This is an optimization exercise on Yosys and OpenROAD, whose aim is small area, a short achievable clock period and few clock cycles per item, not a production implementation.
Function was checked by simulation only, so behaviour that the tests miss may differ from the original.

==> design.v <==
package abkf_pkg;
  localparam int unsigned CFG_IDX_W = 2;
  localparam logic [CFG_IDX_W-1:0] CFG_ANGLE_NOISE = 2'd0;
  localparam logic [CFG_IDX_W-1:0] CFG_BIAS_NOISE  = 2'd1;
  localparam logic [CFG_IDX_W-1:0] CFG_MEAS_NOISE  = 2'd2;
  localparam logic [CFG_IDX_W-1:0] CFG_START_ANGLE = 2'd3;
  typedef enum logic [4:0] {
    OP_RATE      = 5'd0,
    OP_ANG_PRED  = 5'd1,
    OP_CBD       = 5'd2,
    OP_T1        = 5'd3,
    OP_T2        = 5'd4,
    OP_T3        = 5'd5,
    OP_P00_PRED  = 5'd6,
    OP_P01_PRED  = 5'd7,
    OP_P10_PRED  = 5'd8,
    OP_P11_PRED  = 5'd9,
    OP_INNOV     = 5'd10,
    OP_GAIN      = 5'd11,
    OP_RESID     = 5'd12,
    OP_ANG_CORR  = 5'd13,
    OP_BIAS_CORR = 5'd14,
    OP_P10_CORR  = 5'd15,
    OP_P00_CORR  = 5'd16,
    OP_P11_CORR  = 5'd17,
    OP_P01_CORR  = 5'd18
  } abkf_op_e;
  localparam abkf_op_e OP_FIRST = OP_RATE;
  localparam abkf_op_e OP_LAST  = OP_P01_CORR;
  typedef struct packed {
    logic     load;
    logic     issue;
    abkf_op_e op;
    logic     capture;
  } abkf_cmd_t;
  typedef struct packed {
    logic done;
  } abkf_sts_t;
endpackage
module abkf_div #(
  parameter int unsigned DW = 32,
  parameter int unsigned FB = 16
) (
  input  logic                 clk_i,
  input  logic                 rst_ni,
  input  logic                 start_i,
  input  logic signed [DW-1:0] num0_i,
  input  logic signed [DW-1:0] num1_i,
  input  logic signed [DW-1:0] den_i,
  output logic                 done_o,
  output logic signed [DW-1:0] quo0_o,
  output logic signed [DW-1:0] quo1_o
);
  localparam int unsigned N  = DW + FB;
  localparam int unsigned CW = $clog2(N + 1);
  localparam logic [N-1:0] LIM_P = {{(N-DW+1){1'b0}}, {(DW-1){1'b1}}};
  localparam logic [N-1:0] LIM_N = LIM_P + 1'b1;
  localparam logic [CW-1:0] CNT_LAST = N - 1;
  function automatic logic [DW-1:0] mag(input logic signed [DW-1:0] x);
    logic [DW-1:0] r;
    r = x[DW-1] ? -x : x;
    mag = r;
  endfunction
  logic                 busy_q, busy_d;
  logic                 done_q, done_d;
  logic [CW-1:0]        cnt_q, cnt_d;
  logic [DW-1:0]        den_q, den_d;
  logic [1:0]           neg_q, neg_d;
  logic [1:0][N-1:0]    sh_q;
  logic [1:0][N-1:0]    sh_d;
  logic [1:0][DW-1:0]   rem_q;
  logic [1:0][DW-1:0]   rem_d;
  logic [1:0][N-1:0]    quo_q;
  logic [1:0][N-1:0]    quo_d;
  logic [1:0][DW-1:0]   res_q;
  logic [1:0][DW-1:0]   res_d;
  always_comb begin
    logic [DW:0]   rs;
    logic          ge;
    logic [N-1:0]  lim;
    logic [N-1:0]  qc;
    logic [DW:0]   rd;
    rd     = '0;
    rs     = '0;
    ge     = 1'b0;
    lim    = '0;
    qc     = '0;
    busy_d = busy_q;
    done_d = 1'b0;
    cnt_d  = cnt_q;
    den_d  = den_q;
    neg_d  = neg_q;
    for (int l = 0; l < 2; l++) begin
      sh_d[l]  = sh_q[l];
      rem_d[l] = rem_q[l];
      quo_d[l] = quo_q[l];
      res_d[l] = res_q[l];
    end
    if (start_i) begin
      busy_d   = 1'b1;
      cnt_d    = '0;
      den_d    = mag(den_i);
      neg_d[0] = num0_i[DW-1] ^ den_i[DW-1];
      neg_d[1] = num1_i[DW-1] ^ den_i[DW-1];
      sh_d[0]  = {mag(num0_i), {FB{1'b0}}};
      sh_d[1]  = {mag(num1_i), {FB{1'b0}}};
      for (int l = 0; l < 2; l++) begin
        rem_d[l] = '0;
        quo_d[l] = '0;
      end
    end else if (busy_q) begin
      for (int l = 0; l < 2; l++) begin
        rs       = {rem_q[l], sh_q[l][N-1]};
        ge       = rs >= {1'b0, den_q};
        rd       = rs - {1'b0, den_q};
        rem_d[l] = ge ? rd[DW-1:0] : rs[DW-1:0];
        quo_d[l] = {quo_q[l][N-2:0], ge};
        sh_d[l]  = sh_q[l] << 1;
        lim      = neg_q[l] ? LIM_N : LIM_P;
        qc       = (quo_d[l] > lim) ? lim : quo_d[l];
        if (cnt_q == CNT_LAST) begin
          res_d[l] = neg_q[l] ? -qc[DW-1:0] : qc[DW-1:0];
        end
      end
      if (cnt_q == CNT_LAST) begin
        busy_d = 1'b0;
        done_d = 1'b1;
      end else begin
        cnt_d = cnt_q + 1'b1;
      end
    end
  end
  always_ff @(posedge clk_i or negedge rst_ni) begin
    if (!rst_ni) begin
      busy_q <= 1'b0;
      done_q <= 1'b0;
      cnt_q  <= '0;
    end else begin
      busy_q <= busy_d;
      done_q <= done_d;
      cnt_q  <= cnt_d;
    end
  end
  always_ff @(posedge clk_i) begin
    den_q <= den_d;
    neg_q <= neg_d;
    for (int l = 0; l < 2; l++) begin
      sh_q[l]  <= sh_d[l];
      rem_q[l] <= rem_d[l];
      quo_q[l] <= quo_d[l];
      res_q[l] <= res_d[l];
    end
  end
  assign done_o = done_q;
  assign quo0_o = $signed(res_q[0]);
  assign quo1_o = $signed(res_q[1]);
endmodule
module abkf_dp #(
  parameter int unsigned DW = 32,
  parameter int unsigned FB = 16
) (
  input  logic                             clk_i,
  input  logic                             rst_ni,
  input  abkf_pkg::abkf_cmd_t              cmd_i,
  output abkf_pkg::abkf_sts_t              sts_o,
  input  logic                             cfg_we_i,
  input  logic [abkf_pkg::CFG_IDX_W-1:0]   cfg_index_i,
  input  logic [31:0]                      cfg_data_i,
  input  logic signed [31:0]               measured_angle_i,
  input  logic signed [31:0]               gyro_rate_i,
  input  logic [15:0]                      time_step_i,
  output logic signed [31:0]               angle_estimate_o,
  output logic signed [31:0]               bias_estimate_o
);
  localparam int unsigned XW  = ((DW > 32) ? DW : 32) + 2;
  localparam int unsigned NCH = (DW + 15) / 16;
  localparam int unsigned BW  = NCH * 16;
  localparam int unsigned PW  = DW + BW;
  localparam int unsigned MCW = (NCH > 1) ? $clog2(NCH) : 1;
  localparam logic signed [63:0] MAXV_64 = (64'sd1 <<< (DW - 1)) - 64'sd1;
  localparam logic signed [63:0] MINV_64 = -(64'sd1 <<< (DW - 1));
  localparam logic signed [63:0] ONE_64  = 64'sd1 <<< FB;
  localparam logic signed [XW-1:0] MAXV_X = MAXV_64[XW-1:0];
  localparam logic signed [XW-1:0] MINV_X = MINV_64[XW-1:0];
  localparam logic signed [XW-1:0] OMAX_X = 64'sd2147483647;
  localparam logic signed [XW-1:0] OMIN_X = -64'sd2147483648;
  localparam logic signed [DW-1:0] ONE =
    (FB >= DW - 1) ? {1'b0, {(DW-1){1'b1}}} : ONE_64[DW-1:0];
  localparam logic [PW-1:0] LIM_P = {{(PW-DW+1){1'b0}}, {(DW-1){1'b1}}};
  localparam logic [PW-1:0] LIM_N = LIM_P + 1'b1;
  localparam logic [MCW-1:0] MCNT_LAST = NCH - 1;
  function automatic logic signed [DW-1:0] sat_x(input logic signed [XW-1:0] x);
    logic signed [DW-1:0] r;
    if (x > MAXV_X) r = MAXV_X[DW-1:0];
    else if (x < MINV_X) r = MINV_X[DW-1:0];
    else r = x[DW-1:0];
    sat_x = r;
  endfunction
  function automatic logic signed [DW-1:0] add_s(input logic signed [DW-1:0] a,
                                                 input logic signed [DW-1:0] b);
    logic signed [DW-1:0] r;
    logic signed [XW-1:0] xa, xb;
    xa = a;
    xb = b;
    r = sat_x(xa + xb);
    add_s = r;
  endfunction
  function automatic logic signed [DW-1:0] sub_s(input logic signed [DW-1:0] a,
                                                 input logic signed [DW-1:0] b);
    logic signed [DW-1:0] r;
    logic signed [XW-1:0] xa, xb;
    xa = a;
    xb = b;
    r = sat_x(xa - xb);
    sub_s = r;
  endfunction
  function automatic logic [DW-1:0] mag(input logic signed [DW-1:0] x);
    logic [DW-1:0] r;
    r = x[DW-1] ? -x : x;
    mag = r;
  endfunction
  function automatic logic signed [31:0] sat_o(input logic signed [DW-1:0] v);
    logic signed [XW-1:0] x;
    logic signed [31:0]   r;
    x = v;
    if (x > OMAX_X) r = OMAX_X[31:0];
    else if (x < OMIN_X) r = OMIN_X[31:0];
    else r = x[31:0];
    sat_o = r;
  endfunction
  logic signed [DW-1:0] angle_q, angle_d, bias_q, bias_d;
  logic signed [DW-1:0] p00_q, p00_d, p01_q, p01_d, p10_q, p10_d, p11_q, p11_d;
  logic [30:0]          qa_q, qa_d, qb_q, qb_d, rm_q, rm_d;
  logic                 done_q, done_d;
  logic                 mul_busy_q, mul_busy_d, mul_fin_q, mul_fin_d;
  logic [MCW-1:0]       mul_cnt_q, mul_cnt_d;
  abkf_pkg::abkf_op_e   pend_q, pend_d;
  logic                 div_wait_q, div_wait_d;
  logic signed [DW-1:0] meas_q, meas_d, gyro_q, gyro_d;
  logic [15:0]          dt_q, dt_d;
  logic signed [DW-1:0] tmp_q, tmp_d, cbd_q, cbd_d, k0_q, k0_d, k1_q, k1_d;
  logic [DW-1:0]        mul_a_q, mul_a_d;
  logic [BW-1:0]        mul_b_q, mul_b_d;
  logic [PW-1:0]        mul_acc_q, mul_acc_d;
  logic                 mul_neg_q, mul_neg_d, mul_fx_q, mul_fx_d;
  logic signed [31:0]   oang_q, oang_d, obias_q, obias_d;
  logic                 div_start, div_done;
  logic signed [DW-1:0] div_q0, div_q1;
  logic signed [DW-1:0] mul_res;
  logic signed [DW-1:0] qa_s, qb_s, rm_s;
  logic [PW-1:0]        mul_sh, mul_lim, mul_cl;
  logic [DW+15:0]       mul_pp;
  assign qa_s = sat_x($signed({{(XW-31){1'b0}}, qa_q}));
  assign qb_s = sat_x($signed({{(XW-31){1'b0}}, qb_q}));
  assign rm_s = sat_x($signed({{(XW-31){1'b0}}, rm_q}));
  assign mul_pp  = {16'd0, mul_a_q} * {{DW{1'b0}}, mul_b_q[BW-1 -: 16]};
  assign mul_sh  = mul_fx_q ? (mul_acc_q >> FB) : (mul_acc_q >> 16);
  assign mul_lim = mul_neg_q ? LIM_N : LIM_P;
  assign mul_cl  = (mul_sh > mul_lim) ? mul_lim : mul_sh;
  assign mul_res = mul_neg_q ? -$signed(mul_cl[DW-1:0]) : $signed(mul_cl[DW-1:0]);
  abkf_div #(.DW(DW), .FB(FB)) u_div (
    .clk_i  (clk_i),
    .rst_ni (rst_ni),
    .start_i(div_start),
    .num0_i (p00_q),
    .num1_i (p10_q),
    .den_i  (tmp_q),
    .done_o (div_done),
    .quo0_o (div_q0),
    .quo1_o (div_q1)
  );
  always_comb begin
    logic                 mstart;
    logic                 mfx;
    logic signed [DW-1:0] ma;
    logic signed [DW-1:0] mb;
    angle_d = angle_q; bias_d = bias_q;
    p00_d = p00_q; p01_d = p01_q; p10_d = p10_q; p11_d = p11_q;
    qa_d = qa_q; qb_d = qb_q; rm_d = rm_q;
    done_d = 1'b0;
    mul_busy_d = mul_busy_q; mul_fin_d = 1'b0; mul_cnt_d = mul_cnt_q;
    pend_d = pend_q; div_wait_d = div_wait_q;
    meas_d = meas_q; gyro_d = gyro_q; dt_d = dt_q;
    tmp_d = tmp_q; cbd_d = cbd_q; k0_d = k0_q; k1_d = k1_q;
    mul_a_d = mul_a_q; mul_b_d = mul_b_q; mul_acc_d = mul_acc_q;
    mul_neg_d = mul_neg_q; mul_fx_d = mul_fx_q;
    oang_d = oang_q; obias_d = obias_q;
    div_start = 1'b0;
    mstart = 1'b0; mfx = 1'b0; ma = tmp_q; mb = tmp_q;
    if (cfg_we_i) begin
      unique case (cfg_index_i)
        abkf_pkg::CFG_ANGLE_NOISE: qa_d = cfg_data_i[30:0];
        abkf_pkg::CFG_BIAS_NOISE:  qb_d = cfg_data_i[30:0];
        abkf_pkg::CFG_MEAS_NOISE:  rm_d = cfg_data_i[30:0];
        abkf_pkg::CFG_START_ANGLE: begin
          angle_d = sat_x({{(XW-32){cfg_data_i[31]}}, cfg_data_i});
          bias_d  = '0;
          p00_d   = ONE;
          p01_d   = '0;
          p10_d   = '0;
          p11_d   = ONE;
        end
        default: ;
      endcase
    end
    if (cmd_i.load) begin
      meas_d = sat_x({{(XW-32){measured_angle_i[31]}}, measured_angle_i});
      gyro_d = sat_x({{(XW-32){gyro_rate_i[31]}}, gyro_rate_i});
      dt_d   = time_step_i;
    end
    if (cmd_i.capture) begin
      oang_d  = sat_o(angle_q);
      obias_d = sat_o(bias_q);
    end
    if (cmd_i.issue) begin
      unique case (cmd_i.op)
        abkf_pkg::OP_RATE:     begin tmp_d = sub_s(gyro_q, bias_q); done_d = 1'b1; end
        abkf_pkg::OP_T1:       begin tmp_d = sub_s(cbd_q, p01_q); done_d = 1'b1; end
        abkf_pkg::OP_T2:       begin tmp_d = sub_s(tmp_q, p10_q); done_d = 1'b1; end
        abkf_pkg::OP_T3:       begin tmp_d = add_s(tmp_q, qa_s); done_d = 1'b1; end
        abkf_pkg::OP_P01_PRED: begin p01_d = sub_s(p01_q, cbd_q); done_d = 1'b1; end
        abkf_pkg::OP_P10_PRED: begin p10_d = sub_s(p10_q, cbd_q); done_d = 1'b1; end
        abkf_pkg::OP_INNOV:    begin tmp_d = add_s(p00_q, rm_s); done_d = 1'b1; end
        abkf_pkg::OP_RESID:    begin tmp_d = sub_s(meas_q, angle_q); done_d = 1'b1; end
        abkf_pkg::OP_GAIN: begin
          if (tmp_q == '0) begin
            k0_d   = '0;
            k1_d   = '0;
            done_d = 1'b1;
          end else begin
            div_start  = 1'b1;
            div_wait_d = 1'b1;
          end
        end
        abkf_pkg::OP_ANG_PRED:  begin mstart = 1'b1; ma = tmp_q; end
        abkf_pkg::OP_CBD:       begin mstart = 1'b1; ma = p11_q; end
        abkf_pkg::OP_P00_PRED:  begin mstart = 1'b1; ma = tmp_q; end
        abkf_pkg::OP_P11_PRED:  begin mstart = 1'b1; ma = qb_s; end
        abkf_pkg::OP_ANG_CORR:  begin mstart = 1'b1; mfx = 1'b1; ma = k0_q; mb = tmp_q; end
        abkf_pkg::OP_BIAS_CORR: begin mstart = 1'b1; mfx = 1'b1; ma = k1_q; mb = tmp_q; end
        abkf_pkg::OP_P10_CORR:  begin mstart = 1'b1; mfx = 1'b1; ma = k1_q; mb = p00_q; end
        abkf_pkg::OP_P00_CORR:  begin mstart = 1'b1; mfx = 1'b1; ma = k0_q; mb = p00_q; end
        abkf_pkg::OP_P11_CORR:  begin mstart = 1'b1; mfx = 1'b1; ma = k1_q; mb = p01_q; end
        abkf_pkg::OP_P01_CORR:  begin mstart = 1'b1; mfx = 1'b1; ma = k0_q; mb = p01_q; end
        default: ;
      endcase
    end
    if (mstart) begin
      pend_d     = cmd_i.op;
      mul_fx_d   = mfx;
      mul_a_d    = mag(ma);
      mul_b_d    = mfx ? {{(BW-DW){1'b0}}, mag(mb)} : {{(BW-16){1'b0}}, dt_q};
      mul_neg_d  = mfx ? (ma[DW-1] ^ mb[DW-1]) : ma[DW-1];
      mul_acc_d  = '0;
      mul_cnt_d  = '0;
      mul_busy_d = 1'b1;
    end else if (mul_busy_q) begin
      mul_acc_d = (mul_acc_q << 16) + {{(PW-DW-16){1'b0}}, mul_pp};
      mul_b_d   = mul_b_q << 16;
      if (mul_cnt_q == MCNT_LAST) begin
        mul_busy_d = 1'b0;
        mul_fin_d  = 1'b1;
      end else begin
        mul_cnt_d = mul_cnt_q + 1'b1;
      end
    end
    if (mul_fin_q) begin
      done_d = 1'b1;
      case (pend_q)
        abkf_pkg::OP_ANG_PRED:  angle_d = add_s(angle_q, mul_res);
        abkf_pkg::OP_CBD:       cbd_d   = mul_res;
        abkf_pkg::OP_P00_PRED:  p00_d   = add_s(p00_q, mul_res);
        abkf_pkg::OP_P11_PRED:  p11_d   = add_s(p11_q, mul_res);
        abkf_pkg::OP_ANG_CORR:  angle_d = add_s(angle_q, mul_res);
        abkf_pkg::OP_BIAS_CORR: bias_d  = add_s(bias_q, mul_res);
        abkf_pkg::OP_P10_CORR:  p10_d   = sub_s(p10_q, mul_res);
        abkf_pkg::OP_P00_CORR:  p00_d   = sub_s(p00_q, mul_res);
        abkf_pkg::OP_P11_CORR:  p11_d   = sub_s(p11_q, mul_res);
        abkf_pkg::OP_P01_CORR:  p01_d   = sub_s(p01_q, mul_res);
        default: ;
      endcase
    end
    if (div_wait_q && div_done) begin
      k0_d       = div_q0;
      k1_d       = div_q1;
      div_wait_d = 1'b0;
      done_d     = 1'b1;
    end
  end
  always_ff @(posedge clk_i or negedge rst_ni) begin
    if (!rst_ni) begin
      angle_q    <= '0;
      bias_q     <= '0;
      p00_q      <= ONE;
      p01_q      <= '0;
      p10_q      <= '0;
      p11_q      <= ONE;
      qa_q       <= 31'd66;
      qb_q       <= 31'd197;
      rm_q       <= 31'd1966;
      done_q     <= 1'b0;
      mul_busy_q <= 1'b0;
      mul_fin_q  <= 1'b0;
      mul_cnt_q  <= '0;
      pend_q     <= abkf_pkg::OP_FIRST;
      div_wait_q <= 1'b0;
    end else begin
      angle_q    <= angle_d;
      bias_q     <= bias_d;
      p00_q      <= p00_d;
      p01_q      <= p01_d;
      p10_q      <= p10_d;
      p11_q      <= p11_d;
      qa_q       <= qa_d;
      qb_q       <= qb_d;
      rm_q       <= rm_d;
      done_q     <= done_d;
      mul_busy_q <= mul_busy_d;
      mul_fin_q  <= mul_fin_d;
      mul_cnt_q  <= mul_cnt_d;
      pend_q     <= pend_d;
      div_wait_q <= div_wait_d;
    end
  end
  always_ff @(posedge clk_i) begin
    meas_q    <= meas_d;
    gyro_q    <= gyro_d;
    dt_q      <= dt_d;
    tmp_q     <= tmp_d;
    cbd_q     <= cbd_d;
    k0_q      <= k0_d;
    k1_q      <= k1_d;
    mul_a_q   <= mul_a_d;
    mul_b_q   <= mul_b_d;
    mul_acc_q <= mul_acc_d;
    mul_neg_q <= mul_neg_d;
    mul_fx_q  <= mul_fx_d;
    oang_q    <= oang_d;
    obias_q   <= obias_d;
  end
  assign sts_o.done       = done_q;
  assign angle_estimate_o = oang_q;
  assign bias_estimate_o  = obias_q;
endmodule
module abkf_ctrl (
  input  logic                clk_i,
  input  logic                rst_ni,
  input  logic                in_valid_i,
  output logic                in_stall_o,
  output logic                out_valid_o,
  input  logic                out_stall_i,
  output abkf_pkg::abkf_cmd_t cmd_o,
  input  abkf_pkg::abkf_sts_t sts_i
);
  localparam logic [1:0] ST_IDLE   = 2'd0;
  localparam logic [1:0] ST_ISSUE  = 2'd1;
  localparam logic [1:0] ST_WAIT   = 2'd2;
  localparam logic [1:0] ST_FINISH = 2'd3;
  logic [1:0]         state_q, state_d;
  abkf_pkg::abkf_op_e op_q, op_d;
  logic               out_valid_q, out_valid_d;
  always_comb begin
    state_d     = state_q;
    op_d        = op_q;
    out_valid_d = out_valid_q & out_stall_i;
    cmd_o.load    = 1'b0;
    cmd_o.issue   = 1'b0;
    cmd_o.op      = op_q;
    cmd_o.capture = 1'b0;
    unique case (state_q)
      ST_IDLE: begin
        if (in_valid_i) begin
          cmd_o.load = 1'b1;
          op_d       = abkf_pkg::OP_FIRST;
          state_d    = ST_ISSUE;
        end
      end
      ST_ISSUE: begin
        cmd_o.issue = 1'b1;
        state_d     = ST_WAIT;
      end
      ST_WAIT: begin
        if (sts_i.done) begin
          if (op_q == abkf_pkg::OP_LAST) begin
            state_d = ST_FINISH;
          end else begin
            op_d    = abkf_pkg::abkf_op_e'(op_q + 5'd1);
            state_d = ST_ISSUE;
          end
        end
      end
      ST_FINISH: begin
        if (!out_valid_q || !out_stall_i) begin
          cmd_o.capture = 1'b1;
          out_valid_d   = 1'b1;
          state_d       = ST_IDLE;
        end
      end
      default: state_d = ST_IDLE;
    endcase
  end
  always_ff @(posedge clk_i or negedge rst_ni) begin
    if (!rst_ni) begin
      state_q     <= ST_IDLE;
      op_q        <= abkf_pkg::OP_FIRST;
      out_valid_q <= 1'b0;
    end else begin
      state_q     <= state_d;
      op_q        <= op_d;
      out_valid_q <= out_valid_d;
    end
  end
  assign in_stall_o  = (state_q != ST_IDLE);
  assign out_valid_o = out_valid_q;
endmodule
module angle_bias_kalman_filter #(
  parameter int unsigned FRAC_BITS  = 16,
  parameter int unsigned DATA_WIDTH = 32
) (
  input  logic                           clk_i,
  input  logic                           rst_ni,
  input  logic                           in_valid_i,
  output logic                           in_stall_o,
  input  logic signed [31:0]             measured_angle_i,
  input  logic signed [31:0]             gyro_rate_i,
  input  logic [15:0]                    time_step_i,
  output logic                           out_valid_o,
  input  logic                           out_stall_i,
  output logic signed [31:0]             angle_estimate_o,
  output logic signed [31:0]             bias_estimate_o,
  input  logic                           cfg_valid_i,
  output logic                           cfg_ready_o,
  input  logic [abkf_pkg::CFG_IDX_W-1:0] cfg_index_i,
  input  logic [31:0]                    cfg_data_i
);
  abkf_pkg::abkf_cmd_t cmd;
  abkf_pkg::abkf_sts_t sts;
  assign cfg_ready_o = 1'b1;
  abkf_ctrl u_ctrl (
    .clk_i      (clk_i),
    .rst_ni     (rst_ni),
    .in_valid_i (in_valid_i),
    .in_stall_o (in_stall_o),
    .out_valid_o(out_valid_o),
    .out_stall_i(out_stall_i),
    .cmd_o      (cmd),
    .sts_i      (sts)
  );
  abkf_dp #(.DW(DATA_WIDTH), .FB(FRAC_BITS)) u_dp (
    .clk_i           (clk_i),
    .rst_ni          (rst_ni),
    .cmd_i           (cmd),
    .sts_o           (sts),
    .cfg_we_i        (cfg_valid_i & cfg_ready_o),
    .cfg_index_i     (cfg_index_i),
    .cfg_data_i      (cfg_data_i),
    .measured_angle_i(measured_angle_i),
    .gyro_rate_i     (gyro_rate_i),
    .time_step_i     (time_step_i),
    .angle_estimate_o(angle_estimate_o),
    .bias_estimate_o (bias_estimate_o)
  );
endmodule
==> run.sh <==
#!/bin/bash
# synth_recipe.tcl (not shown) runs the flow's synth.tcl, then flattens the netlist and writes it again
# the make line also repeats each setting of config.mk as NAME=value (left out here)
make -C /OpenROAD-flow-scripts/flow DESIGN_CONFIG=/design/flow/config.mk WORK_HOME=/design/flow/orfs CLKGATE_MAP_FILE= SYNTH_SCRIPT=/design/flow/synth_recipe.tcl finish
==> config.mk <==
export PLATFORM = sky130hd
export DESIGN_NAME = angle_bias_kalman_filter
export DESIGN_NICKNAME = angle_bias_kalman_filter
export VERILOG_FILES = /design/flow/design.v
export SDC_FILE = /design/flow/constraint.sdc
export NUM_CORES = 4
export LEC_CHECK = 0
export CAP_MARGIN = 20
export CORE_MARGIN = 2
export CORE_UTILIZATION = 40
export SLEW_MARGIN = 20
==> constraint.sdc <==
create_clock -name core_clock -period 12.0 [get_ports {clk_i}]
set_input_delay 2.4000 -clock core_clock [delete_from_list [all_inputs] [get_ports {clk_i}]]
set_output_delay 2.4000 -clock core_clock [all_outputs]
set_load 0.01 [all_outputs]
==> notes.md <==
- Layout cells sized above 1: between 5 and 6%
- Die width: 495 um
- Routed Antenna Nets: 0
- CP Capture Type: register
- Yosys warning count: 3
- Buffers added on ports: ~180
- Overflow left after global routing: 0
- Die Y: slightly below 500 um
- DRC viols: 0
- Critical path arrival: 11,140 ps
- CP max stage cell: o21a_1
- Post-synth EDFFs: approximately 500
- Hold bufs inserted after CTS: 0
- Via density: about 6.1
- Final Hold Viols: 0
- First-pass GRT wire length: 577 mm
- Period Utilization, post-route: ~87%
- Tmin final: 10,420 ps
- Worst reg-to-reg path cell count: 34
- Initial Util: between 40% and 50%
- Slew HR: ~16%
- Total Routing Usage GR: between 30% and 40%
- Syn_area_per_cell: just under 9 um^2
- Most frequent cells in the layout: nand2_1, a21oi_1, inv_1, ha_1, nor2_1
- CTS root buf: clkbuf_16
- Unrepaired setup endpoints after global routing: false
- WL final: about 400 mm
- Placement Cell Area: roughly 0.10 mm^2
- R2r setup slk: between 1500 and 2000 ps
- Commonest non-fill, non-tap cell in the layout: nand2_1
- Total CTS buffers: between 100 and 150
- Critical R2R Launch: u_dp.mul_neg_q
- Drt initial violations: around 9,500
- Syn Inst Count: around 11,000
- Top_reg_cell synth: edfxtp_1
- Top Ports: between 150 and 200
- Worst Skew: slightly above 100 ps
- Critical Path Sink: u_dp.p01_q[16]
- Final setup viols: 0
- Detailed Routing Iterations Pass 1: 7
- Syn Nets: around 13,000
- Highest clock rate: 96.0 MHz
- CTS tree: yes
- Outcome: no timing/DRC/antenna violations
- Layout Nets: approximately 12,000
- Drt wl/cell: 28.1 um
- Register area share after synthesis: around 28%
- Clk sinks: between 1,000 and 1,500
- Area of the core: about 0.24 mm^2
- Vias in the first global route: ~84,000
- Max Transition Viols Final: 0
- DP HPWL: approximately 310 mm
- CP top delay family: compound AO/OA/AOI/OAI gates
- Setup TNS: 0 ps
- Worst skew pair latency: ~870 ps
- Worst Path Max Fanout: 35
- Die area: between 0.2 and 0.25 mm^2
- Distinct cell type count after synthesis: 102
- FF/Latch Area: approximately 0.027 mm^2
- Cell Rows: 180
- CP max stage delay: slightly above 800 ps
- Startpoint types: register
- Maxcap violations: 0
- Layout area overhead: 9.78%
- WP buf/inv: 6
- Setup CP Type: register to register
- Area of the multi-input gates: 0.0634 mm^2
- Antenna violations before repair: 66
- Via count: 86,702
- End of the worst register-to-register path: u_dp.p01_q[16]
- Worst path depth: 34
- Post-CTS setup buffer count: 0
- Design Area, Final: roughly 0.11 mm^2
- Worst-Margin Slew: about 1300 ps
- Fill cell count: around 23,000
- Placer Congestion: between 1 and 1.5
- Pin count of the biggest net entering global routing: ~150
- Clk pin slew, worst setup/hold paths: 60 ps
- CP required: ~13,000 ps
- Critical path launch point: u_dp.mul_neg_q
- Post-synth ARST share: between 30% and 40%
- Post-synthesis register bit count: 1,032
- Hold Path Class: register to register
- Resize count post-CTS: 0
- # H-tree levels: 3
- Longest Clk Path Bufs: 3
- Post-synthesis cell area: 0.0965 mm^2
## layout make-up
| class | count | area share (%) |
|---|---|---|
| repair buffers | 388 | 3.24 |
| multi-input cells | 8425 | 59.8 |
| diodes | 39 | 0.0921 |
| flip-flops and latches | 1032 | 25.7 |
| well taps | 3185 | 3.76 |
| clock buffers | 143 | 2.92 |
| clock inverters | 80 | 1.01 |
| inverters | 965 | 3.42 |
## worst min-delay path by stage
stage / startpoint / to / slack, ps / depth (start not counted)
floorplan: u_dp.mul_acc_q[49] / u_dp.mul_acc_q[49] / 430 / 2
global placement: u_dp.mul_acc_q[50] / u_dp.mul_acc_q[50] / 440 / 2
detailed placement: u_dp.mul_acc_q[62] / u_dp.mul_acc_q[62] / 450 / 2
CTS: u_dp.mul_acc_q[55] / u_dp.mul_acc_q[55] / 460 / 2
global route: u_dp.mul_acc_q[50] / u_dp.mul_acc_q[50] / 480 / 2
finish: u_dp.mul_acc_q[62] / u_dp.mul_acc_q[62] / 460 / 2
## layer usage
layer | wire length [um] | part of all wire, % | vias up | GRT usage [%]
met3 | 34000 | 8.5 | 988 | 6.51
met2 | 177000 | 44 | 4078 | 49.7
met1 | 157000 | 39 | 42678 | 39.7
li1 | - | - | 38942 | -
met4 | 32300 | 8.1 | 16 | 22.4
met5 | 123 | 0.031 | - | 0
## tightest hold or removal path: stages (launching register included)
cell	delay [ps]
dfxtp_1	330
nand2_1	50
o21ai_0	50
## metrics by stage
step	setup slack, ps	cells	utilization, %	hold WS (ps)
6_report	1580	14257	44.1	457
5_1_grt	775	14232	44.1	484
4_1_cts	1710	14215	44.0	460
3_5_place_dp	1750	13992	42.3	447
3_3_place_gp	1710	13991	42.3	439
2_1_floorplan	2650	11108	-	426
## logic make-up (layout without fill, tap and decap cells)
kind of cell	Yosys count	count (layout)	synth area share [%]
adders and majority gates	1310	1310	20.6
AOI/OAI and AO/OA	3158	3158	21.0
xor gates and xnor gates	644	644	5.84
buffers and inverters	1651	1576	6.49
and+or+nand+nor	3048	3048	15.0
DFF	1032	1032	28.2
other	1	40	0.00388
muxes	264	264	2.86
## state kept, by name, summed over array words and instances (netlist names), 64 cells and up
register,cells
u_dp.u_div.sh_q,64
u_dp.u_div.rem_q,64
u_dp.u_div.res_q,64
u_dp.mul_acc_q,64
u_dp.u_div.quo_q,94
## synthesized netlist by cell type (all sizes together), types with 40 or more instances
| master | n | area share, % |
|---|---|---|
| o211ai | 57 | 0.44 |
| nand2b | 132 | 0.86 |
| a22o | 40 | 0.36 |
| nor3 | 146 | 0.76 |
| o311ai | 41 | 0.37 |
| inv | 961 | 3.7 |
| o21a | 110 | 0.86 |
| nor2b | 112 | 0.73 |
| o22ai | 68 | 0.44 |
| a21oi | 966 | 5.0 |
| a31oi | 121 | 0.78 |
| clkbuf | 646 | 2.5 |
| edfxtp | 499 | 16 |
| mux2 | 94 | 1.1 |
| xnor2 | 390 | 3.5 |
| a22oi | 94 | 0.73 |
| and2 | 197 | 1.3 |
| mux2i | 170 | 1.8 |
| fa | 468 | 9.7 |
| a211oi | 120 | 0.93 |
| a221o | 54 | 0.56 |
| ha | 842 | 11 |
| o21bai | 92 | 0.72 |
| o221ai | 41 | 0.37 |
| dfxtp | 222 | 4.6 |
| or2 | 46 | 0.30 |
| xor2 | 254 | 2.3 |
| o31ai | 73 | 0.57 |
| nand3 | 155 | 0.80 |
| a21o | 319 | 2.5 |
| a221oi | 51 | 0.46 |
| and3 | 137 | 0.89 |
| dfrtp | 295 | 7.6 |
| o21ai | 631 | 3.3 |
| nand4 | 90 | 0.58 |
| or3 | 77 | 0.52 |
| nor2 | 793 | 3.1 |
| nand2 | 1004 | 3.9 |
Testbench counts, summed over its fixed seeds: cycles 142,808, items 1,200.

## static timing again, ports no longer ideal
No port has a modelled driver above. Below, the same layout with a new extraction and two added sets of constraints. Step 1, drivers: a clkbuf_16 drives clk_i and a buf_2 each remaining input, both assumed. Step 2 adds t to the input delays and takes it off the output delays; t is the mean of the earliest and latest rising clock arrival at the registers after step 1. Input paths then give back, and output paths get back, about the clock's delay inside the block. Slacks: no drivers / after step 1 / after step 2; pairs: no drivers / after step 1.
t (ns): 0.924
setup WS [ns]: 1.579 / 1.579 / 1.579
hold WS [ns]: 0.457 / 0.457 / 0.457
After both steps setup and hold are still met in this run. For this run, drivers alone change the setup slack by 0.000 ns; drivers and shift together by 0.000 ns.
